Background: an optimization exercise with open tools, aiming at small area, a short achievable clock period and few clock cycles per item. Do not read the settings as production practice. Where RTL was checked, it was by simulation tests only, not by an equivalence proof against the original.

## indigo
## foveated_shading_rate_classifier_top
module foveated_shading_rate_classifier_top #(
  parameter int COORD_BITS = 12
) (
  input  logic                                 clk,
  input  logic                                 rst_n,
  input  logic                                 in_tvalid,
  output logic                                 in_tready,
  input  logic [23:0]                          in_tdata,    
  output logic                                 out_tvalid,
  input  logic                                 out_tready,
  output logic [7:0]                           out_tdata,   
  input  logic                                 cfg_we,
  input  logic [fsrc_pkg::CFG_IDX_W-1:0]       cfg_index,
  input  logic [fsrc_pkg::CFG_DATA_W-1:0]      cfg_wdata
);
  localparam int NST = 7;            
  localparam int CAP = NST + 2;      
  localparam int QD  = CAP - 1;      
  logic [11:0] half_width_r;
  logic [31:0] left_center_r, right_center_r;
  logic [28:0] inv_x_r, inv_y_r;
  logic        inv_x_hi_r, inv_y_hi_r;
  logic [16:0] inner_sq_r, mid_sq_r;
  always_ff @(posedge clk) begin
    if (!rst_n) begin
      half_width_r   <= fsrc_pkg::RST_HALF_WIDTH;
      left_center_r  <= '0;
      right_center_r <= '0;
      inv_x_r        <= fsrc_pkg::RST_INV_SCALE[28:0];
      inv_x_hi_r     <= |fsrc_pkg::RST_INV_SCALE[31:29];
      inv_y_r        <= fsrc_pkg::RST_INV_SCALE[28:0];
      inv_y_hi_r     <= |fsrc_pkg::RST_INV_SCALE[31:29];
      inner_sq_r     <= fsrc_pkg::RST_INNER_SQ;
      mid_sq_r       <= fsrc_pkg::RST_MID_SQ;
    end else if (cfg_we) begin
      case (cfg_index)
        fsrc_pkg::CFG_HALF_WIDTH:   half_width_r   <= cfg_wdata[11:0];
        fsrc_pkg::CFG_LEFT_CENTER:  left_center_r  <= cfg_wdata;
  ...
Settings: LEC_CHECK=0, CAP_MARGIN=20, CORE_MARGIN=2, CORE_UTILIZATION=40, SETUP_SLACK_MARGIN=4.7, SLEW_MARGIN=20; clock period 7.5 ns.
run.sh (not shown) runs the stock make flow with config.mk's settings and CLKGATE_MAP_FILE= SYNTH_SCRIPT=/design/flow/synth_recipe.tcl, a recipe that flattens the netlist after the stock synthesis.
indigo: no failed stages, no open violations at the end
Testbench counts of indigo, summed over its fixed seeds: cycles 16,448, items 16,384.
diff inputs: indigo => violet
Settings: putting CTS_CLUSTER_DIAMETER at 150 where nothing was set; putting CTS_CLUSTER_SIZE at 30 where nothing was set.
Results
- indigo → violet: flip-flop and latch count was more or less identical, final setup slack of the worst path now sits lower, later-pin clock latency in the skew report ~0 delta.
Inputs modified between violet and quartz:
Settings: CTS_CLUSTER_SIZE: 30 -> unset; CTS_CLUSTER_DIAMETER: 150 -> unset; SETUP_SLACK_MARGIN: 4.7 -> 5.
[summary]
From quartz to violet, sequential cell count did not move at all.
Going from violet to quartz, total stage count of the critical path down 1, total track usage grew by 1.7 points, final cell count shows an increase of 4.5%, global-route wire length before repair climbed 6.5%, minimum hold slack went down 0.024 ns.

Another version of the RTL of foveated_shading_rate_classifier_top (not shown whole).
Size: ~700 flip-flops, roughly 74 I/O pins, ~0.049 mm^2 of cells after synthesis.
Settings: LEC_CHECK=0, CAP_MARGIN=20, CORE_MARGIN=2, CORE_UTILIZATION=40, SETUP_SLACK_MARGIN=4.7, SLEW_MARGIN=20; clock period 7.5 ns.
Testbench counts at the start, summed over its fixed seeds: cycles 16,448, items 16,384.
Edit:
--- a/flow/config.mk
+++ b/flow/config.mk
@@ -7,0 +8 @@
+export ABC_AREA = 1
@@ -10,0 +12,2 @@
+export CTS_CLUSTER_DIAMETER = 100
+export CTS_CLUSTER_SIZE = 20
@@ -12,0 +16 @@
+export TNS_END_PERCENT = 30
=> The new run produced a clean layout. Sequential share of layout area rises by 1.6 points. Maximum frequency is higher by 4.6%. Die area increases by 2.4%. Final area shrinks by 5.7%. Register-to-register slack is better by 0.13 ns. Routed wire length climbs by about 12%. Non-clock buffer count goes down by 174.

v21:
Starting RTL as in the previous note.
// foveated_shading_rate_classifier_top
module foveated_shading_rate_classifier_top #(
  parameter int COORD_BITS = 12
) (
  input  logic                                 clk,
  input  logic                                 rst_n,
  input  logic                                 in_tvalid,
  output logic                                 in_tready,
  input  logic [23:0]                          in_tdata,    
  output logic                                 out_tvalid,
  input  logic                                 out_tready,
  output logic [7:0]                           out_tdata,   
  input  logic                                 cfg_we,
  input  logic [fsrc_pkg::CFG_IDX_W-1:0]       cfg_index,
  input  logic [fsrc_pkg::CFG_DATA_W-1:0]      cfg_wdata
);
  localparam int NST = 7;            
  localparam int CAP = NST + 2;      
  localparam int QD  = CAP - 1;      
  logic [11:0] half_width_r;
  logic [31:0] left_center_r, right_center_r;
  logic [28:0] inv_x_r, inv_y_r;
  logic        inv_x_hi_r, inv_y_hi_r;
  logic [16:0] inner_sq_r, mid_sq_r;
  logic [31:0] wd0, wd1;             
  logic [6:0]  ld;                   
  assign wd0 = cfg_wdata & {32{rst_n}};
  assign wd1 = cfg_wdata | {32{!rst_n}};
  always_comb begin
    for (int k = 0; k < 7; k++) begin
      ld[k] = !rst_n || (cfg_we && (cfg_index == 3'(k)));
    end
  end
  function automatic logic [31:0] ldv(input logic [31:0] dflt, input logic [31:0] w0,
                                      input logic [31:0] w1);
    ldv = (w1 & dflt) | (w0 & ~dflt);
  endfunction
  logic [31:0] d_hw, d_inv, d_inner, d_mid;
  assign d_hw    = ldv(32'(fsrc_pkg::RST_HALF_WIDTH), wd0, wd1);
  assign d_inv   = ldv(fsrc_pkg::RST_INV_SCALE, wd0, wd1);
  assign d_inner = ldv(32'(fsrc_pkg::RST_INNER_SQ), wd0, wd1);
  assign d_mid   = ldv(32'(fsrc_pkg::RST_MID_SQ), wd0, wd1);
  always_ff @(posedge clk) begin
    if (ld[fsrc_pkg::CFG_HALF_WIDTH])   half_width_r   <= d_hw[11:0];
    if (ld[fsrc_pkg::CFG_LEFT_CENTER])  left_center_r  <= wd0;
    if (ld[fsrc_pkg::CFG_RIGHT_CENTER]) right_center_r <= wd0;
  ...
export LEC_CHECK = 0
export ABC_AREA = 1
export CAP_MARGIN = 20
export CORE_MARGIN = 2
export CORE_UTILIZATION = 48
export CTS_CLUSTER_DIAMETER = 100
export CTS_CLUSTER_SIZE = 20
export SETUP_SLACK_MARGIN = 4.7
export SLEW_MARGIN = 20
create_clock -name core_clock -period 7.5 [get_ports {clk}]
v21 did not stop at any stage, and its layout met the timing, DRC and antenna checks.
Testbench counts of v21, summed over its fixed seeds: cycles 16,448, items 16,384.
--- input diff v21..v9 ---
Settings: a change of CORE_UTILIZATION from 48 to 40; a change of CAP_MARGIN from 20 to 10; a change of SLEW_MARGIN from 20 to 10; a change of CTS_CLUSTER_SIZE from 20 to 25; a change of CTS_CLUSTER_DIAMETER from 100 to 120.
Notes after the runs:
- Every stage of the flow completed for v9, and the final layout passed the timing, DRC and antenna checks.
- Diff v21 -> v9: non-clock buffer count in the final layout went down 12%; initial core utilization went down 8.0 points; number of buffers and inverters on the critical path went up 1; wire length of the first global-routing pass went down 1.2%; share of the core filled with cells went down 9.2 points.
- Looking at critical path depth, v9 sits 2 higher than v21 does.
- Final hold slack (higher): v9
- Relative to v21, v9 improves total detailed-routing wirelength.
- Compared with v21, v9 shows global routing usage summed across all routing layers lower by 5.2 points.
- Diff v21..v9 | total standard cell area after synthesis | unchanged
Relative to v9, the following input files were edited for v38:
Settings: removing ABC_AREA (formerly 1); changing CTS_CLUSTER_DIAMETER from 120 to 100; changing CTS_CLUSTER_SIZE from 25 to 20; changing CAP_MARGIN from 10 to 20; changing SLEW_MARGIN from 10 to 20.
[summary]
- Looking at maximum number of pins on one net before global-route repair, v38 sits 19 lower than v9 does.
- The final reports for v38 and v9 show global-route met2 utilization lower in the former.
- From v9 to v38 the numbers moved as follows: register fraction of the total cell area went down, non-clock buffer total of the final layout rose 121.
- Going from v9 to v38, die area shows a reduction of 2.4%, fraction of area in multi-input gates shows an increase of 2.4 points.
- v9 → v38: worst reg2reg path depth now larger; summed instance area of the synthesized netlist lost 0.0012 mm².
- Fraction of the cycle the final worst path needs (v38 over v9): increase, 2.9 points
- Core utilization up 2.4 points in v38 wrt v9
What v26 does differently from v38 at the input level:
Settings: ABC_AREA now 1, previously not set.
### Flow results
v26 closes out successfully: all stages finished, all timing, DRC and antenna checks passed. Summary of v26 over v38: filler cell count has increased, maximum clock frequency rose by 7.9%. Row synthesized area: v26 higher / v38 lower.

foveated_shading_rate_classifier_top, a different RTL version from the one above (not shown whole).
Size in the first run: roughly 5600 cells after synthesis, roughly 660 flip-flops, roughly 74 I/O pins, roughly 48000 um^2 of cells after synthesis.
Settings: LEC_CHECK=0, ABC_AREA=1, CAP_MARGIN=20, CORE_MARGIN=2, CORE_UTILIZATION=40, CTS_CLUSTER_DIAMETER=100, CTS_CLUSTER_SIZE=20, SETUP_SLACK_MARGIN=4.7, SLEW_MARGIN=20; clock period 7.5 ns.
Testbench counts at the start, summed over its fixed seeds: cycles 16,448, items 16,384.
==> next run, changes <==
CAP_MARGIN = 10   (was 20)
CTS_CLUSTER_DIAMETER = 120   (was 100)
CTS_CLUSTER_SIZE = 25   (was 20)
SETUP_SLACK_MARGIN = 4.6   (was 4.7)
SLEW_MARGIN = 10   (was 20)
Setup slack loses 5.8 ps.
Final area shrinks by about 1.8%.
First-iteration DRC count shrinks by about 0.8%.
Count of clock-buffer cells in the layout shrinks by 13.
Sequential share of layout area grows by 0.35 points.

Setup of JK:
Another version of the RTL of foveated_shading_rate_classifier_top (not shown whole).
For scale: about 650 flip-flops.
Design foveated_shading_rate_classifier_top, start of the top module:
module foveated_shading_rate_classifier_top #(
  parameter int COORD_BITS = 12
) (
  input  logic                                 clk,
  input  logic                                 rst_n,
  input  logic                                 in_tvalid,
  output logic                                 in_tready,
  input  logic [23:0]                          in_tdata,    
  output logic                                 out_tvalid,
  input  logic                                 out_tready,
  output logic [7:0]                           out_tdata,   
  input  logic                                 cfg_we,
  input  logic [fsrc_pkg::CFG_IDX_W-1:0]       cfg_index,
  input  logic [fsrc_pkg::CFG_DATA_W-1:0]      cfg_wdata
);
  localparam int NST = 7;            
  localparam int CAP = NST + 2;      
  localparam int QD  = CAP - 1;      
  logic [11:0] half_width_r;
  logic [31:0] left_center_r, right_center_r;
  logic [28:0] inv_x_r, inv_y_r;
  logic        inv_x_hi_r, inv_y_hi_r;
  logic [16:0] inner_sq_r, mid_sq_r;
  always_ff @(posedge clk) begin
    if (!rst_n) begin
      half_width_r   <= fsrc_pkg::RST_HALF_WIDTH;
      left_center_r  <= '0;
      right_center_r <= '0;
      inv_x_r        <= fsrc_pkg::RST_INV_SCALE[28:0];
      inv_x_hi_r     <= |fsrc_pkg::RST_INV_SCALE[31:29];
      inv_y_r        <= fsrc_pkg::RST_INV_SCALE[28:0];
      inv_y_hi_r     <= |fsrc_pkg::RST_INV_SCALE[31:29];
      inner_sq_r     <= fsrc_pkg::RST_INNER_SQ;
      mid_sq_r       <= fsrc_pkg::RST_MID_SQ;
    end else if (cfg_we) begin
      case (cfg_index)
        fsrc_pkg::CFG_HALF_WIDTH:   half_width_r   <= cfg_wdata[11:0];
        fsrc_pkg::CFG_LEFT_CENTER:  left_center_r  <= cfg_wdata;
        fsrc_pkg::CFG_RIGHT_CENTER: right_center_r <= cfg_wdata;
        fsrc_pkg::CFG_INV_SCALE_X: begin
          inv_x_r    <= cfg_wdata[28:0];
          inv_x_hi_r <= |cfg_wdata[31:29];
        end
        fsrc_pkg::CFG_INV_SCALE_Y: begin
  ...
clock: 7.5 ns
lec_check: 0
cap_margin: 20
core_margin: 2
core_utilization: 40
setup_slack_margin: 4.5
slew_margin: 20
What MS does differently from JK at the input level:
Settings: ABC_CLOCK_PERIOD_IN_PS newly set to 3000.
Findings:
Required arrival time at the worst endpoint across JK and MS: no real change. Comparing MS against JK, there is no change at all in cell count after placement. From JK to MS, final critical-path share of the clock period did not move at all. Reported for JK and MS, tap cell instance count turned out identical to the last digit. Diff JK -> MS: non-clock buffer count level.
No run of this note included a check of the RTL's function; only the layout flow was run.

## separate check: timing with driven ports
The flow's constraints put no driver on any port. The routed layouts listed below were extracted and timed again, unchanged, in two steps.
Step 1: set_driving_cell puts a clkbuf_16 on clk and a buf_2 on each other input, an assumption about the parent block.
Step 2 adds t to the input delays and takes it off the output delays; t is the mean of the earliest and latest rising clock arrival at the registers after step 1. Input paths then give back, and output paths get back, about the clock's delay inside the block.
Slacks: ideal / step 1 / step 2; pairs: ideal / step 1.
run	t (ns)	setup slack, ns	worst data-port slew with drivers (ns)
indigo	0.732	4.426 / 4.426 / 3.896	0.07
violet	0.744	4.344 / 4.344 / 3.998	0.06
quartz	0.739	4.450 / 4.450 / 4.314	0.06
the first run of note 2	0.732	4.474 / 4.474 / 3.964	0.19
the second run of note 2	0.727	4.607 / 4.580 / 4.019	0.07
v21	0.707	4.665 / 4.665 / 4.043	0.10
v9	0.711	4.666 / 4.665 / 4.051	0.07
v38	0.720	4.448 / 4.448 / 3.988	0.18
v26	0.715	4.672 / 4.672 / 4.052	0.08
the first run of note 4	0.697	4.624 / 4.624 / 4.114	0.09
the second run of note 4	0.685	4.618 / 4.618 / 4.006	0.16
JK	0.722	4.281 / 4.281 / 3.894	0.12
MS	0.722	4.281 / 4.281 / 3.894	0.12
After both steps every run listed still meets setup and hold. For v21, which loses most, drivers alone change the setup slack by 0.000 ns; drivers and shift together by -0.622 ns.
